This design comes from an exercise in tuning for small area, a short achievable clock period and few clock cycles per item on the open sky130 flow, not from production work. For this run, only the layout was checked, not whether the RTL still works. Power and IR drop assume default switching activity.

File: design/flow/run.sh
#!/bin/bash
# synth_recipe.tcl (not shown) runs the flow's synth.tcl, then flattens the netlist and writes it again
# the make line also repeats each setting of config.mk as NAME=value (left out here)
make -C /OpenROAD-flow-scripts/flow DESIGN_CONFIG=/design/flow/config.mk WORK_HOME=/design/flow/orfs CLKGATE_MAP_FILE= SYNTH_SCRIPT=/design/flow/synth_recipe.tcl finish
File: design/flow/config.mk
export PLATFORM = sky130hd
export DESIGN_NAME = param_wallace_multiplier
export DESIGN_NICKNAME = param_wallace_multiplier
export VERILOG_FILES = /design/flow/design.v
export SDC_FILE = /design/flow/constraint.sdc
export NUM_CORES = 4
export LEC_CHECK = 0
export CAP_MARGIN = 20
export CORE_MARGIN = 2
export CORE_UTILIZATION = 40
export SLEW_MARGIN = 20
File: design/flow/constraint.sdc
create_clock -name core_clock -period 5.0 [get_ports {clk}]
set_input_delay 1.0000 -clock core_clock [delete_from_list [all_inputs] [get_ports {clk}]]
set_output_delay 1.0000 -clock core_clock [all_outputs]
set_load 0.01 [all_outputs]
File: design/flow/design.v
package wallace_pkg;
    localparam int WIDTH_MIN = 32'sd4;
    localparam int WIDTH_MAX = 32'sd64;
    function automatic int rows_next(input int rows);
        rows_next = (32'sd2 * (rows / 32'sd3)) + (rows % 32'sd3);
    endfunction
    function automatic int rows_at(input int rows, input int level);
        integer r, k;
        r = rows;
        for (k = 0; k < 64; k = k + 1) begin
            if (k < level) begin
                r = (2 * (r / 3)) + (r % 3);
            end
        end
        rows_at = r;
    endfunction
    function automatic int wallace_levels(input int rows);
        integer r, n, k;
        r = rows;
        n = 0;
        for (k = 0; k < 64; k = k + 1) begin
            if (r > 2) begin
                r = (2 * (r / 3)) + (r % 3);
                n = n + 1;
            end
        end
        wallace_levels = n;
    endfunction
    function automatic int latency(input int width);
        latency = wallace_levels(width) + 32'sd2;
    endfunction
endpackage
module csa_level
#(
    parameter int ROWS_IN = 3,
    parameter int W       = 16,
    localparam int ROWS_OUT = wallace_pkg::rows_next(ROWS_IN)
) (
    input  logic                  clk,
    input  logic                  rst,
    input  logic                  en_i,
    input  logic                  valid_i,
    input  logic [ROWS_IN*W-1:0]  rows_i,
    output logic                  valid_o,
    output logic [ROWS_OUT*W-1:0] rows_o
);
    localparam int GROUPS = ROWS_IN / 3;
    localparam int LEFT   = ROWS_IN % 3;
    logic [ROWS_OUT*W-1:0] rows_d;
    logic [ROWS_OUT*W-1:0] rows_q;
    logic                  valid_q;
    function automatic logic [W-1:0] carry3(input logic [W-1:0] x,
                                            input logic [W-1:0] y,
                                            input logic [W-1:0] z);
        logic [W-1:0] m;
        m = (x & y) | (x & z) | (y & z);
        carry3 = {m[W-2:0], 1'b0};
    endfunction
    always_comb begin
        rows_d = '0;
        for (int g = 0; g < GROUPS; g++) begin
            rows_d[(2*g)*W +: W]   = rows_i[(3*g)*W +: W] ^ rows_i[(3*g+1)*W +: W]
                                   ^ rows_i[(3*g+2)*W +: W];
            rows_d[(2*g+1)*W +: W] = carry3(rows_i[(3*g)*W +: W], rows_i[(3*g+1)*W +: W],
                                            rows_i[(3*g+2)*W +: W]);
        end
        for (int k = 0; k < LEFT; k++) begin
            rows_d[(2*GROUPS+k)*W +: W] = rows_i[(3*GROUPS+k)*W +: W];
        end
    end
    always_ff @(posedge clk) begin
        if (rst) begin
            valid_q <= 1'b0;
        end else if (en_i) begin
            valid_q <= valid_i;
            rows_q  <= rows_d;
        end
    end
    assign valid_o = valid_q;
    assign rows_o  = rows_q;
endmodule
module param_wallace_multiplier
#(
    parameter int WIDTH = 32
) (
    input  logic                 clk,
    input  logic                 rst,
    input  logic [WIDTH-1:0]     a,
    input  logic [WIDTH-1:0]     b,
    input  logic                 signed_mode,
    input  logic                 in_valid,
    output logic                 in_ready,
    output logic [2*WIDTH-1:0]   product,
    output logic                 out_valid,
    input  logic                 out_ready
);
    localparam int PW = 2 * WIDTH;
    localparam int L  = wallace_pkg::wallace_levels(WIDTH);
    if ((WIDTH < wallace_pkg::WIDTH_MIN) || (WIDTH > wallace_pkg::WIDTH_MAX)) begin : g_width_check
        $error("param_wallace_multiplier: WIDTH out of range");
    end
    logic             stall_s;
    logic             adv_s;
    logic [WIDTH-1:0] a_q;
    logic [WIDTH-1:0] b_q;
    logic             mode_q;
    logic             v0_q;
    logic [WIDTH*PW-1:0] pp_s;
    logic [PW-1:0]    product_d;
    logic [PW-1:0]    product_q;
    logic             out_valid_q;
    assign stall_s  = out_valid_q & ~out_ready;
    assign adv_s    = ~stall_s;
    assign in_ready = adv_s;
    always_ff @(posedge clk) begin
        if (rst) begin
            v0_q <= 1'b0;
        end else if (adv_s) begin
            v0_q   <= in_valid;
            a_q    <= a;
            b_q    <= b;
            mode_q <= signed_mode;
        end
    end
    always_comb begin
        pp_s = '0;
        for (int i = 0; i < WIDTH; i++) begin
            for (int j = 0; j < WIDTH; j++) begin
                pp_s[i*PW + i + j] = (a_q[j] & b_q[i])
                                   ^ (mode_q & ((i == WIDTH - 1) != (j == WIDTH - 1)));
            end
        end
        pp_s[WIDTH]  = mode_q;
        pp_s[PW - 1] = mode_q;
    end
    for (genvar k = 0; k < L; k++) begin : g_lvl
        localparam int RIN  = wallace_pkg::rows_at(WIDTH, k);
        localparam int ROUT = wallace_pkg::rows_next(RIN);
        logic [RIN*PW-1:0]  rows_in_s;
        logic               valid_in_s;
        logic [ROUT*PW-1:0] rows_out_s;
        logic               valid_out_s;
        if (k == 0) begin : g_first
            assign rows_in_s  = pp_s;
            assign valid_in_s = v0_q;
        end else begin : g_next
            assign rows_in_s  = g_lvl[k-1].rows_out_s;
            assign valid_in_s = g_lvl[k-1].valid_out_s;
        end
        csa_level #(
            .ROWS_IN (RIN),
            .W       (PW)
        ) u_csa (
            .clk     (clk),
            .rst     (rst),
            .en_i    (adv_s),
            .valid_i (valid_in_s),
            .rows_i  (rows_in_s),
            .valid_o (valid_out_s),
            .rows_o  (rows_out_s)
        );
    end
    assign product_d = g_lvl[L-1].rows_out_s[PW-1:0] + g_lvl[L-1].rows_out_s[2*PW-1:PW];
    always_ff @(posedge clk) begin
        if (rst) begin
            out_valid_q <= 1'b0;
            product_q   <= '0;
        end else if (adv_s) begin
            out_valid_q <= g_lvl[L-1].valid_out_s;
            if (g_lvl[L-1].valid_out_s) begin
                product_q <= product_d;
            end
        end
    end
    assign product   = product_q;
    assign out_valid = out_valid_q;
endmodule
==> notes.md <==
-- worst paths after layout --
kind                                            startpoint                         end  slack (ns)  cells after the start
worst max-delay path                             out_ready                    in_ready        0.94                      4
worst min-delay path            g_lvl[0].u_csa.rows_q[557]  g_lvl[1].u_csa.rows_q[301]        0.38                      0
worst min register to register  g_lvl[0].u_csa.rows_q[557]  g_lvl[1].u_csa.rows_q[301]        0.38                      0
worst max register to register   g_lvl[7].u_csa.rows_q[10]               product_q[60]        1.05                     11
-- flip-flops by register name, indices dropped and copies added, names as in the netlist --
register and flops:
b_q 32, g_lvl.u_csa.valid_q 8, v0_q 1, out_valid_q 1, product_q 64, mode_q 1, a_q 32, g_lvl.u_csa.rows_q 2547
-- layout by cell type (no fill, tap or decap), types with 6 or more instances in the layout --
master           instances
bufinv_16               30
o21a_1                   9
and2_1                 965
fa_1                   907
o211ai_1                 9
inv_6                    9
or3_1                    6
and3_1                   6
o21bai_1                10
o31ai_1                  7
clkinv_1                62
clkdlybuf4s50_1        133
clkinv_2                39
nor2b_1                  6
nand2_1                204
buf_4                  107
nor3b_1                  6
nand3_1                 24
ha_1                   213
clkinvlp_4               9
clkbuf_1                51
a211oi_1                 9
inv_1                   23
nor3_1                  10
xor2_1                  12
edfxtp_1              2612
dfxtp_1                 74
a21oi_1                121
buf_12                  26
xnor2_1                 81
nand4_1                  9
a21o_1                  33
nor2_1                  25
nand3b_1                19
clkbuf_16              302
o21ai_0                 33
a31oi_1                  6
-- where the power goes --
part | leakage (nW) | switching [mW] | internal (mW)
sequential | 26.6 | 1.68 | 29.6
combinational | 14.5 | 4.61 | 3.11
clock | 4.56 | 8.47 | 12.6
-- per-stage QoR --
stage          std cells  worst slack (ns)
3_3_place_gp        9504              1.02
5_1_grt            10018             0.690
4_1_cts            10017             0.944
2_1_floorplan       5758            -35.39
6_report           10019             0.941
3_5_place_dp        9505             0.962
-- layer usage --
metal	part of all wire [%]	up-vias	track usage (%)
met5	0	-	0
met4	2.3	0	4.20
met3	4.8	346	2.37
met2	46	1174	23.4
met1	47	26080	22.7
li1	-	21353	-
-- logic make-up after synthesis --
kind of cell / after synthesis
flip-flops: 2686
multiplexers: 1
AO/OA/AOI/OAI: 276
AND/OR/NAND/NOR: 1314
buffers and inverters: 268
XOR/XNOR: 93
adder cells (fa/ha/maj): 1120
-- area by class of cell --
| type | count | area (um^2) | share of cell area (%) |
|---|---|---|---|
| inverters | 23 | 86.3 | 0.0676 |
| repair buffers | 268 | 2690 | 2.10 |
| well taps | 3724 | 4660 | 3.65 |
| flip-flops and latches | 2686 | 79900 | 62.5 |
| clock inverters | 158 | 1590 | 1.25 |
| multi-input cells | 2804 | 31100 | 24.3 |
| clock buffers | 354 | 7760 | 6.07 |
| diodes | 2 | 5.00 | 0.00392 |
-- critical path, cell delays in order --
cell,delay (ns)
clkdlybuf4s50_1,0.40
nor2b_1,0.67
inv_1,0.40
clkdlybuf4s50_1,0.58
==> notes.md <==
run status=complete, no violations; top post-synthesis cells by area=edfxtp_1, fa_1, and2_1; IO Count=between 100 and 150; register area share after synthesis=a little under three quarters; Post-synth top flop=edfxtp_1; setup TNS=0 ns; P_leak=between 40 and 50 nW; final hold slack=approximately 0.38 ns; Post-Syn Instances=5758; Worst Setup Start Kind=input port; First-pass DRT Iterations=5; routed via count=between 40k and 50k; synthesized area=about 110000 um^2; max-slew violations=0; final cycle utilization of the critical path=81.2%; Sinks on Clock Net=approximately 2.7k; CORE AREA=between 200000 and 300000 um^2; Reg clk slew, reported paths=approximately 0.060 ns; Post-synth EDFFs=between 2k and 3k; final instance area=roughly 130000 um^2; Synth Register Bits=~2.7k; postcts setup bufs=0; top-area cell type share of the netlist area=70.0%; Synth Area in Compound Gates=under 10%; Setup-failing EPs final=0; largest net degree at the start of global routing=around 150; RSZ-0062 raised after global routing=false; maximum vdd ir drop=about 0.00028 V; synth cell count leaders=edfxtp_1, and2_1, fa_1; largest family of logic cells by synthesized area=adder cells; Starting Density=between 40 and 50%; Simple-Gate Fraction of Synth Area=under 10%; most common cell in the synthesized netlist=edfxtp_1; number of remaining DRC errors=0; Setup crit end kind=output port; clk root buf=clkbuf_16; final wirelength=214 mm; Area Growth Syn to Fin=14.1%; TritonCTS clock tree=built; CP Class=input port to output port; total grt overflow=0; Die Area=284000 um^2; Async SR Flop Fraction=0%; die height=roughly 530 um; Yosys warnings=9; remaining antenna violation count=0; Hold Crit Class=register to register; layout cells sized above 1=between 8 and 9%; Syn Area/Cell=19.5 um^2; post-CTS sizing=0; fill count=about 23k; Finished Core Util=between 40% and 50%; Die Wd=between 500 and 600 um; crit-path max FO=12; pwr/cell area=470 nW/um^2; worst path arrival time=approximately 3 ns; Final HPWL DP=142 mm; Fin. Hold Viols=0; H-tree levels=5; Cell Area, Placed=about 120000 um^2; Slew @ Worst Pin=about 0.97 ns; number of vias per cell=4.89; DRT iter0 DRCs=between 3k and 4k; Synth cell types=72; min cycle time layout=around 4 ns; Total Power=around 60 mW; I/O Buffers=between 100 and 150; Syn Nets=between 6k and 7k; Final GP Congestion=just under 0.8; xor/xnor share of the synthesized area=less than 1%; Skew-Pair Late Insertion Delay=0.85 ns; # Max-Cap Violations=0; Max Fclk=approximately 250 MHz; Longest Clk Path Bufs=4; Max transition margin=between 30% and 40%; vias in the first global route=~53k; initial antenna violation count=10; wire per inst=21.4 um; CTS Buf Count=290; Total GRT Usage=15.3%; Crit path required time=about 4 ns; post-synth top area cell=edfxtp_1; hold_buf cts=0; Synth Area in Adders=between 10% and 20%; wire length of the first global-routing pass=between 300 and 400 mm; Setup Skew=0.0740 ns; Rows=just under 200; Nets=roughly 7.3k; mux share of post-synthesis cell area=less than 1%

==> afterwards: timing with drivers on the ports <==
Ports are ideal in the flow. The routed layout listed here was re-timed in OpenROAD. Step 1, drivers: a clkbuf_16 drives clk and a buf_2 each remaining input, both assumed. Step 2 adds t to the input delays and takes it off the output delays; t is the mean of the earliest and latest rising clock arrival at the registers after step 1. Input paths then give back, and output paths get back, about the clock's delay inside the block. Slacks: ideal / step 1 / step 2; pairs: ideal / step 1.
t, ns: 0.913
setup slack, ns: 0.941 / 0.915 / 0.915
latest minus earliest clock arrival (ns): 0.076 / 0.077
worst data-port slew with drivers (ns): 0.05
cell pins on the clock port's net: 1
After both steps this run still meets setup and hold. For this run, drivers alone change the setup slack by -0.026 ns; drivers and shift together by -0.026 ns.
